This is an optimization exercise on Yosys and OpenROAD, whose aim is small area, a short achievable clock period and few clock cycles per item, not a production implementation.
In this exercise RTL edits were held to simulation tests only and were not proved equivalent to the original.
Power and IR drop assume default switching activity.

== 06-27 ==
==> flow/design.v (excerpt) <==
module fltr_sched #(
   parameter int unsigned NCH  = 4,
   parameter int unsigned TAPS = 4,
   parameter int unsigned DW   = 16,
   parameter int unsigned CW   = 16,
   parameter int unsigned OW   = 32
) (
   input  logic                     clk,
   input  logic                     rst_n,
   input  logic [NCH-1:0]           req_vld,
   input  logic [NCH*DW-1:0]        req_data,
   output logic [NCH-1:0]           req_rdy,
   input  logic                     cfg_we,
   input  logic [$clog2(TAPS)-1:0]  cfg_addr,
   input  logic [CW-1:0]            cfg_coef,
   output logic                     cfg_busy,
   output logic                     out_vld,
   input  logic                     out_rdy,
   output logic [$clog2(NCH)-1:0]   out_ch,
   output logic [OW-1:0]            out_data
);
Size: ~440 flip-flops, ~130 I/O pins, roughly 39,000 µm² of cells after synthesis.
clock: 11.0 ns
lec_check: 0
cap_margin: 20
core_margin: 2
core_utilization: 60
cts_cluster_diameter: 100
cts_cluster_size: 24
slew_margin: 20
synth_hierarchical: 1
synth_minimum_keep_size: 0
tns_end_percent: 5
standard.sh (not shown) runs the stock make flow with config.mk's settings and CLKGATE_MAP_FILE= SYNTH_SCRIPT=/design/flow/synth_recipe.tcl, a recipe that flattens the netlist after the stock synthesis.
==> flow/flow/run.sh <==
#!/bin/bash
# Standard synthesis (bash standard.sh synth) and the standard layout, with a larger
# setup slack margin for ORFS's repair_timing steps so the layout is optimised beyond the
# 11 ns constraint. Logs: synth.log, layout.log (ORFS's per-step logs are under orfs/logs).
set -uo pipefail
MARGIN=6.0
bash standard.sh synth > synth.log 2>&1 || { tail -50 synth.log; exit 1; }
bash standard.sh SETUP_SLACK_MARGIN=$MARGIN "BUFFER_PORTS_ARGS=-buffer_cell sky130_fd_sc_hd__buf_4" REMOVE_ABC_BUFFERS=1 finish > layout.log 2>&1 || { tail -50 layout.log; exit 1; }
Testbench counts of 06-27, summed over its fixed seeds: cycles 2,064, items 2,048.
Inputs modified between 06-27 and 02-26:
--- a/flow/config.mk
+++ b/flow/config.mk
@@ -16 +15,0 @@
-export TNS_END_PERCENT = 5
[summary]
Having completed the whole flow, 02-26 delivered a layout that passed the timing, design-rule and antenna checks.
Side by side, met1 track utilization from global routing turned out higher in 02-26 than in 06-27.
| arrival time of data at the critical path endpoint | higher: 06-27 |
06-27 → 02-26: register fraction of the total cell area shrank by 0.43 points; final worst-path setup slack went up by 0.025 ns; first-pass GRT wire length now larger.
Fraction of layout cells with a size suffix above 1, 02-26 and 06-27, higher one = 02-26.
Non-clock buffer count, 02-26 vs 06-27: up by more than 10%
Comparing 06-27 against 02-26, there is no change at all in number of placement rows.
Against 06-27, 02-26 comes in 0.23 points lower on final cycle utilization of the critical path.
The logic depth of the worst register-to-register path number comes out lower for 06-27 vs 02-26.

========
fltr_sched, a different RTL version from the one above (not shown whole).
For scale: about 3,400 cells after synthesis, ~130 I/O pins, ~40,000 sq um of cells after synthesis.
==> flow/config.mk <==
export PLATFORM = sky130hd
export DESIGN_NAME = fltr_sched
export DESIGN_NICKNAME = fltr_sched
export VERILOG_FILES = /design/flow/design.v
export SDC_FILE = /design/flow/constraint.sdc
export NUM_CORES = 4
export LEC_CHECK = 0
export CAP_MARGIN = 20
export CORE_MARGIN = 2
export CORE_UTILIZATION = 60
export CTS_CLUSTER_DIAMETER = 100
export CTS_CLUSTER_SIZE = 24
export SLEW_MARGIN = 20
export SYNTH_HIERARCHICAL = 1
export SYNTH_MINIMUM_KEEP_SIZE = 0
export TNS_END_PERCENT = 15
==> flow/constraint.sdc <==
create_clock -name core_clock -period 11.0 [get_ports {clk}]
set_input_delay 2.2000 -clock core_clock [delete_from_list [all_inputs] [get_ports {clk}]]
set_output_delay 2.2000 -clock core_clock [all_outputs]
set_load 0.01 [all_outputs]
==> flow/flow/run.sh <==
#!/bin/bash
# Standard synthesis (bash standard.sh synth) and the standard layout, with a larger
# setup slack margin for ORFS's repair_timing steps so the layout is optimised beyond the
# 11 ns constraint. Logs: synth.log, layout.log (ORFS's per-step logs are under orfs/logs).
set -uo pipefail
MARGIN=6.3
bash standard.sh synth > synth.log 2>&1 || { tail -50 synth.log; exit 1; }
bash standard.sh SETUP_SLACK_MARGIN=$MARGIN "BUFFER_PORTS_ARGS=-buffer_cell sky130_fd_sc_hd__buf_4" REMOVE_ABC_BUFFERS=1 finish > layout.log 2>&1 || { tail -50 layout.log; exit 1; }
The baseline completed without violations.
Testbench counts at the start, summed over its fixed seeds: cycles 2,064, items 2,048.
Next try:
--- a/flow/flow/run.sh
+++ b/flow/flow/run.sh
@@ -5,3 +5,3 @@
 set -uo pipefail
-MARGIN=6.3
+MARGIN=6.0
 bash standard.sh synth > synth.log 2>&1 || { tail -50 synth.log; exit 1; }
Settings changed: TNS_END_PERCENT 15 to 30.
Outcome: Global-route usage shrinks by 0.43 points. Worst setup slack improves by 0.10 ns. Power shrinks slightly. Via count shrinks slightly. Final cell count shrinks slightly. Clock power hardly moves.
Next try:
Settings changed: TNS_END_PERCENT 30 to 5.
After rerunning: Global-route usage fell by 0.30 points. Setup slack degrades by 0.029 ns. Utilization fell by 1.1 points. Routed wire length fell by 1.1%. Final cell count fell by 0.86%. Cell area fell by about 1.5%. Clock-buffer cell count is unchanged. Critical path depth stays the same. Worst hold slack stays flat.
Next try:
--- a/flow/flow/run.sh
+++ b/flow/flow/run.sh
@@ -7,2 +7,2 @@
 bash standard.sh synth > synth.log 2>&1 || { tail -50 synth.log; exit 1; }
-bash standard.sh SETUP_SLACK_MARGIN=$MARGIN "BUFFER_PORTS_ARGS=-buffer_cell sky130_fd_sc_hd__buf_4" REMOVE_ABC_BUFFERS=1 finish > layout.log 2>&1 || { tail -50 layout.log; exit 1; }
+bash standard.sh SETUP_SLACK_MARGIN=$MARGIN "BUFFER_PORTS_ARGS=-buffer_cell sky130_fd_sc_hd__buf_1" REMOVE_ABC_BUFFERS=1 finish > layout.log 2>&1 || { tail -50 layout.log; exit 1; }
Settings changed: TNS_END_PERCENT 5 to 15.
Effect: Core utilization is about the same. Count of clock-buffer cells in the layout is unchanged. Hold slack hardly moves. Final cell count came out higher by 1.1%. Global-route usage is higher by 0.54 points. Sequential power is about the same.
Next try:
--- a/flow/flow/run.sh
+++ b/flow/flow/run.sh
@@ -7,2 +7,2 @@
 bash standard.sh synth > synth.log 2>&1 || { tail -50 synth.log; exit 1; }
-bash standard.sh SETUP_SLACK_MARGIN=$MARGIN "BUFFER_PORTS_ARGS=-buffer_cell sky130_fd_sc_hd__buf_1" REMOVE_ABC_BUFFERS=1 finish > layout.log 2>&1 || { tail -50 layout.log; exit 1; }
+bash standard.sh SETUP_SLACK_MARGIN=$MARGIN "BUFFER_PORTS_ARGS=-buffer_cell sky130_fd_sc_hd__buf_2" REMOVE_ABC_BUFFERS=1 finish > layout.log 2>&1 || { tail -50 layout.log; exit 1; }
Settings changed: CAP_MARGIN 20 to 10, SLEW_MARGIN 20 to 10.
After rerunning: Via count decreases by 1.7%; maximum frequency decreases by 0.42%; count of clock-buffer cells in the layout increases by 2; worst hold slack is worse by 0.0078 ns; area after synthesis does not change; non-clock buffer count decreases by 37.
Next try:
--- a/flow/flow/run.sh
+++ b/flow/flow/run.sh
@@ -5,4 +5,4 @@
 set -uo pipefail
-MARGIN=6.0
+MARGIN=5.75
 bash standard.sh synth > synth.log 2>&1 || { tail -50 synth.log; exit 1; }
-bash standard.sh SETUP_SLACK_MARGIN=$MARGIN "BUFFER_PORTS_ARGS=-buffer_cell sky130_fd_sc_hd__buf_2" REMOVE_ABC_BUFFERS=1 finish > layout.log 2>&1 || { tail -50 layout.log; exit 1; }
+bash standard.sh SETUP_SLACK_MARGIN=$MARGIN "BUFFER_PORTS_ARGS=-buffer_cell sky130_fd_sc_hd__buf_4" REMOVE_ABC_BUFFERS=1 finish > layout.log 2>&1 || { tail -50 layout.log; exit 1; }
Settings changed: CAP_MARGIN 10 to 20, SLEW_MARGIN 10 to 20, TNS_END_PERCENT 15 to 5.
Outcome:
- sequential share of layout area rose by 0.74 points
- fmax fell by 2.2%
- wire length fell by 0.70%
- final area fell by 2.9%
- synthesized cell count does not change
- first-iteration DRC count fell by 1.7%

static timing again, ports no longer ideal:
How much do the figures lean on ideal ports? The routed layouts below were timed once more, with nothing changed but the port constraints.
Step 1 sets driving cells, clkbuf_16 on the clock port and buf_2 on the other inputs (assumed; they add their load-dependent delay and slew).
Step 2 adds t to the input delays and takes it off the output delays; t is the mean of the earliest and latest rising clock arrival at the registers after step 1. Input paths then give back, and output paths get back, about the clock's delay inside the block.
a / b / c = ideal ports / drivers / drivers and shift; a / b = the first two.
run	t (ns)	setup WS [ns]	worst setup path at the end	worst register clock-pin slew, ns
06-27	0.674	5.631 / 5.567 / 5.685	input to output	0.10 / 0.10
02-26	0.674	5.657 / 5.592 / 5.296	input to register	0.10 / 0.10
the first run of note 2	0.672	5.805 / 5.744 / 5.910	input to output	0.11 / 0.11
the second run of note 2	0.676	5.909 / 5.842 / 5.911	input to output	0.11 / 0.11
the third run of note 2	0.675	5.879 / 5.813 / 5.904	register to register	0.11 / 0.11
the fourth run of note 2	0.684	5.851 / 5.786 / 5.857	register to register	0.11 / 0.11
the fifth run of note 2	0.685	5.829 / 5.760 / 5.878	register to register	0.11 / 0.11
the sixth run of note 2	0.673	5.712 / 5.712 / 5.712	register to register	0.11 / 0.11
After both steps every run listed still meets setup and hold. For 02-26, which loses most, drivers alone change the setup slack by -0.065 ns; drivers and shift together by -0.361 ns.
